Background: an optimization exercise with open tools, aiming at small area. Do not read the settings as production practice. Only simulation tests tie the RTL to the original design; equivalence was not proved. No activity file was given, so power comes from the tool's default toggle rates.

Setup of nickel:
==> flow/design.v (excerpt) <==
module wb_req_arbiter #(
   parameter int DATA_W  = 96,
   parameter int THR_W   = 2,
   parameter int NUM_THR = 4,
   parameter int DEPTH   = 2
) (
   input  logic               clock,
   input  logic               reset,
   input  logic               alu_req_valid,
   input  logic [DATA_W-1:0]  alu_req_info,
   input  logic [THR_W-1:0]   alu_thread_id,
   output logic               alu_req_ready,
   input  logic               mul_req_valid,
   input  logic [DATA_W-1:0]  mul_req_info,
   input  logic [THR_W-1:0]   mul_thread_id,
   output logic               mul_req_ready,
   input  logic               cache_req_valid,
   input  logic [DATA_W-1:0]  cache_req_info,
   input  logic [THR_W-1:0]   cache_thread_id,
   output logic               cache_req_ready,
   input  logic [NUM_THR-1:0] flush,
   input  logic               rob_ready,
   output logic               out_valid,
   output logic [DATA_W-1:0]  out_info,
   output logic [THR_W-1:0]   out_thread_id,
   output logic [1:0]         out_source
);
For scale: ~2,100 cells after synthesis, roughly 410 I/O pins.
Settings: LEC_CHECK=0, CAP_MARGIN=10, CORE_MARGIN=2, CORE_UTILIZATION=80, SLEW_MARGIN=10, SYNTH_HIERARCHICAL=1, SYNTH_MINIMUM_KEEP_SIZE=0; clock period 5.0 ns.
standard.sh (not shown) runs the stock make flow with config.mk's settings and CLKGATE_MAP_FILE= SYNTH_SCRIPT=/design/flow/synth_recipe.tcl, a recipe that flattens the netlist after the stock synthesis.
==> flow/flow/run.sh <==
#!/bin/bash
# Standard synthesis, then the standard layout with 1x port buffers and a
# clock tree of clkbuf_4 leaf clusters without dummy loads.
set -euo pipefail
bash standard.sh synth > synth_step.log 2>&1
bash standard.sh \
  BUFFER_PORTS_ARGS="-buffer_cell sky130_fd_sc_hd__buf_1" \
  CTS_ARGS="-sink_clustering_enable -repair_clock_nets -sink_clustering_size 10 -sink_clustering_max_diameter 40 -buf_list sky130_fd_sc_hd__clkbuf_4 -dont_use_dummy_load" \
  finish > layout_step.log 2>&1
nickel: full flow OK, the timing, design-rule and antenna checks passed
Edits applied to the flow inputs when going from nickel to harbor:
Settings: an added CTS_BUF_LIST of sky130_fd_sc_hd__clkbuf_4; a change of SLEW_MARGIN from 10 to 20; an added CTS_CLUSTER_SIZE of 20; a change of CORE_UTILIZATION from 80 to 60; a change of CAP_MARGIN from 10 to 20.
==> flow/run.sh (new file) <==
#!/bin/bash
# synth_recipe.tcl (not shown) runs the flow's synth.tcl, then flattens the netlist and writes it again
# the make line also repeats each setting of config.mk as NAME=value (left out here)
make -C /OpenROAD-flow-scripts/flow DESIGN_CONFIG=/design/flow/config.mk WORK_HOME=/design/flow/orfs CLKGATE_MAP_FILE= SYNTH_SCRIPT=/design/flow/synth_recipe.tcl finish
removed: flow/flow/run.sh
removed: flow/standard.sh
Notes after the runs:
Compared with nickel, in harbor combinational power saw an increase, synthesis-to-finish area growth rose 17 points, final instance area grew by 16%, width of the die climbed 15%.
Relative to nickel, initial antenna violation count decreased by 7 in harbor.
For fjord, these inputs were changed with respect to harbor:
==> flow/flow/run.sh (new file) <==
#!/bin/bash
# Standard synthesis, then the standard layout with 1x port buffers.
set -euo pipefail
bash standard.sh synth > synth_step.log 2>&1
bash standard.sh BUFFER_PORTS_ARGS="-buffer_cell sky130_fd_sc_hd__buf_1" finish > layout_step.log 2>&1
==> flow/standard.sh (new file) <==
#!/bin/bash
# synth_recipe.tcl (not shown) runs the flow's synth.tcl, then flattens the netlist and writes it again
# the make line also repeats each setting of config.mk as NAME=value (left out here)
make -C /OpenROAD-flow-scripts/flow DESIGN_CONFIG=/design/flow/config.mk WORK_HOME=/design/flow/orfs CLKGATE_MAP_FILE= SYNTH_SCRIPT=/design/flow/synth_recipe.tcl "${@:-finish}"
removed: flow/run.sh
==> comparison <==
- Diff harbor -> fjord | overall power after layout | decrease of 0.00066 W
- fjord against harbor: post-layout instance count excluding filler cells was more or less identical; global-route usage was more or less identical; proportion of power drawn by combinational gates went down by 1.4 points.
- fjord finished end to end and its layout was clean on timing, DRC and antenna.
- Final-layout worst hold slack in fjord is 0.28 ns lower than in harbor
- fjord vs. harbor: via count has decreased; sequential power did not really move; post-placement setup slack grew by 0.28 ns.
- fjord ended with less required time at the worst-slack endpoint than harbor.
- Comparing harbor and fjord, number of antenna cells inserted is higher on fjord.
diff inputs: fjord => lagoon
Settings: CTS_CLUSTER_SIZE removed (was 20); CORE_UTILIZATION changed from 60 to 80; CTS_BUF_LIST removed (was sky130_fd_sc_hd__clkbuf_4).
==> flow/flow/run.sh <==
#!/bin/bash
# Standard synthesis, then the standard layout with 1x port buffers and a
# clock tree of clkbuf_4 without dummy loads.
set -euo pipefail
bash standard.sh synth > synth_step.log 2>&1
bash standard.sh \
  BUFFER_PORTS_ARGS="-buffer_cell sky130_fd_sc_hd__buf_1" \
  CTS_ARGS="-sink_clustering_enable -repair_clock_nets -sink_clustering_size 8 -sink_clustering_max_diameter 40 -buf_list sky130_fd_sc_hd__clkbuf_4 -dont_use_dummy_load" \
  finish > layout_step.log 2>&1
Results
met2 demand-to-capacity share in global routing on lagoon is up relative to fjord. No run among lagoon and fjord stopped early or left any final violation; all are clean. Summary — final standard cell area without fillers, lagoon relative to fjord: lower, by 5.1%. lagoon: number of rows in the core area lower than fjord.
> inputs changed (lagoon -> sierra)
Settings: CORE_UTILIZATION changed from 80 to 70.
==> flow/flow/run.sh <==
#!/bin/bash
# Standard synthesis, then the standard layout with 1x port buffers and a
# clock tree of clkbuf_4 leaf clusters without dummy loads.
set -euo pipefail
bash standard.sh synth > synth_step.log 2>&1
bash standard.sh \
  BUFFER_PORTS_ARGS="-buffer_cell sky130_fd_sc_hd__buf_1" \
  CTS_ARGS="-sink_clustering_enable -repair_clock_nets -sink_clustering_size 10 -sink_clustering_max_diameter 40 -buf_list sky130_fd_sc_hd__clkbuf_4 -dont_use_dummy_load" \
  finish > layout_step.log 2>&1
--- outcome ---
- Looking at the reports, sierra completed the entire flow and the layout it produced met the timing, design-rule and antenna checks.
- sierra reports a higher routed length on met2 than lagoon does.
- Relative to lagoon, the non-clock buffer count measured on sierra has increased slightly.
- Looking at latest clock arrival within the worst-skew pair, sierra sits 0.03 ns above lagoon.
- Design area: lagoon vs sierra — no meaningful difference
- sierra vs lagoon on worst path setup slack after routing: sierra is the lower one.
- Compared with lagoon, sierra shows a lower routed wire length.
- Taking lagoon as the reference point, the effective utilization at floorplan of sierra falls by 9.6 points.

== v44 ==
Another version of the RTL of wb_req_arbiter (not shown whole).
For scale: roughly 710 flip-flops, about 25000 um^2 of cells after synthesis.
Settings: LEC_CHECK=0, CAP_MARGIN=20, CORE_MARGIN=2, CORE_UTILIZATION=70, SLEW_MARGIN=20, SYNTH_HIERARCHICAL=1, SYNTH_MINIMUM_KEEP_SIZE=0; clock period 5.0 ns.
==> flow/flow/run.sh <==
#!/bin/bash
# Standard synthesis, then the standard layout with 1x port buffers and a
# clock tree of clkbuf_8 leaf clusters without dummy loads.
set -euo pipefail
bash standard.sh synth > synth_step.log 2>&1
bash standard.sh \
  BUFFER_PORTS_ARGS="-buffer_cell sky130_fd_sc_hd__buf_1" \
  CTS_ARGS="-sink_clustering_enable -repair_clock_nets -sink_clustering_size 18 -sink_clustering_max_diameter 50 -buf_list sky130_fd_sc_hd__clkbuf_8 -dont_use_dummy_load" \
  finish > layout_step.log 2>&1
v44 finished all stages; the layout is clean.
## Diff of input files: v7 against v44
- setting GPL_TIMING_DRIVEN to 0 for the first time
==> flow/flow/run.sh <==
#!/bin/bash
# Standard synthesis, then the standard layout with 1x port buffers and a
# clock tree of clkbuf_4 leaf clusters without dummy loads.
set -euo pipefail
bash standard.sh synth > synth_step.log 2>&1
bash standard.sh \
  BUFFER_PORTS_ARGS="-buffer_cell sky130_fd_sc_hd__buf_1" \
  CTS_ARGS="-sink_clustering_enable -repair_clock_nets -sink_clustering_size 10 -sink_clustering_max_diameter 40 -buf_list sky130_fd_sc_hd__clkbuf_4 -dont_use_dummy_load" \
  finish > layout_step.log 2>&1
Notes after the runs:
v7 has completed all stages; timing, DRC and antenna checks passed.
Compared to v44, v7 has total internal power 0.00044 W higher.
Between v44 and v7, time the worst path needs with I/O delays and setup increased.
Per the comparison of v7 with v44, smallest hold slack went down; global-route usage went down; final area went up; via count of the first global-routing pass went up; maximum clock frequency went down.
v7 improves on v44 in wire length of the first global-routing pass.
Against v44, v7 comes in 1.1 points higher on final worst-path cycle share.
Going from v44 to v7, clock network fraction of total power shrinks by 0.5 points.
The following lists how v12 was set up differently from v7:
- GPL_TIMING_DRIVEN no longer set, was 0
### Flow results
v12 vs v7 — final cell count dropped 179.
Against v7, average detailed-routed wire length per instance in v12 rose by a little under 10%.
Against v7 as the reference, v12 delivers a lower layout-stage area growth over the synthesis result.
The HPWL reported at the end of detailed placement of v12 falls short of that of v7 by 7.6 mm.
Comparing v12 and v7, the higher critical path depth was measured on v7.
First-iteration DRC count: v12 higher than v7
Diff v7 -> v12 | clock-buffer cell count | down slightly
Count of input and output buffers: v12 higher than v7
In v12 relative to v7, wire length of the first global-routing pass had gone up by a few percent.

[re-timing with driven ports]
The results above use ideal ports. As a check the final layouts listed here were re-extracted and re-timed, cells and wires unchanged. Step 1: set_driving_cell puts a clkbuf_16 on clock and a buf_2 on each other input, an assumption about the parent block. Step 2 moves the port delays by t, midway between the first and last clock arrival at a register: inputs arrive t later, outputs are due t later. That takes back most of the time a late clock gives input paths. Slacks: ideal ports / drivers / drivers and shift; pairs: ideal ports / drivers.
| run | shift t [ns] | slack for setup (ns) | hold slack, ns | clock arrival spread, ns | worst register clock-pin slew, ns |
|---|---|---|---|---|---|
| nickel | 0.772 | 1.265 / 1.265 / 0.876 | 0.246 / 0.257 / 0.446 | 0.103 / 0.103 | 0.12 / 0.12 |
| harbor | 0.951 | 1.251 / 1.251 / 0.556 | 0.440 / 0.437 / 0.468 | 0.063 / 0.063 | 0.08 / 0.08 |
| fjord | 0.907 | 1.192 / 1.192 / 0.825 | 0.157 / 0.160 / 0.467 | 0.046 / 0.046 | 0.08 / 0.08 |
| lagoon | 0.820 | 1.252 / 1.252 / 0.890 | 0.193 / 0.198 / 0.469 | 0.059 / 0.059 | 0.10 / 0.10 |
| sierra | 0.845 | 0.887 / 0.887 / 0.705 | 0.166 / 0.177 / 0.475 | 0.068 / 0.068 | 0.11 / 0.11 |
| v44 | 0.706 | 1.622 / 1.617 / 0.911 | 0.319 / 0.328 / 0.473 | 0.064 / 0.064 | 0.11 / 0.11 |
| v7 | 0.843 | 1.565 / 1.565 / 0.753 | 0.168 / 0.178 / 0.474 | 0.082 / 0.082 | 0.12 / 0.12 |
| v12 | 0.848 | 1.616 / 1.616 / 0.832 | 0.167 / 0.182 / 0.463 | 0.061 / 0.060 | 0.11 / 0.11 |
After both steps setup and hold are still met in every run listed. The setup slack of v7, which loses most, moves by 0.000 ns with the drivers and by -0.812 ns with both steps.
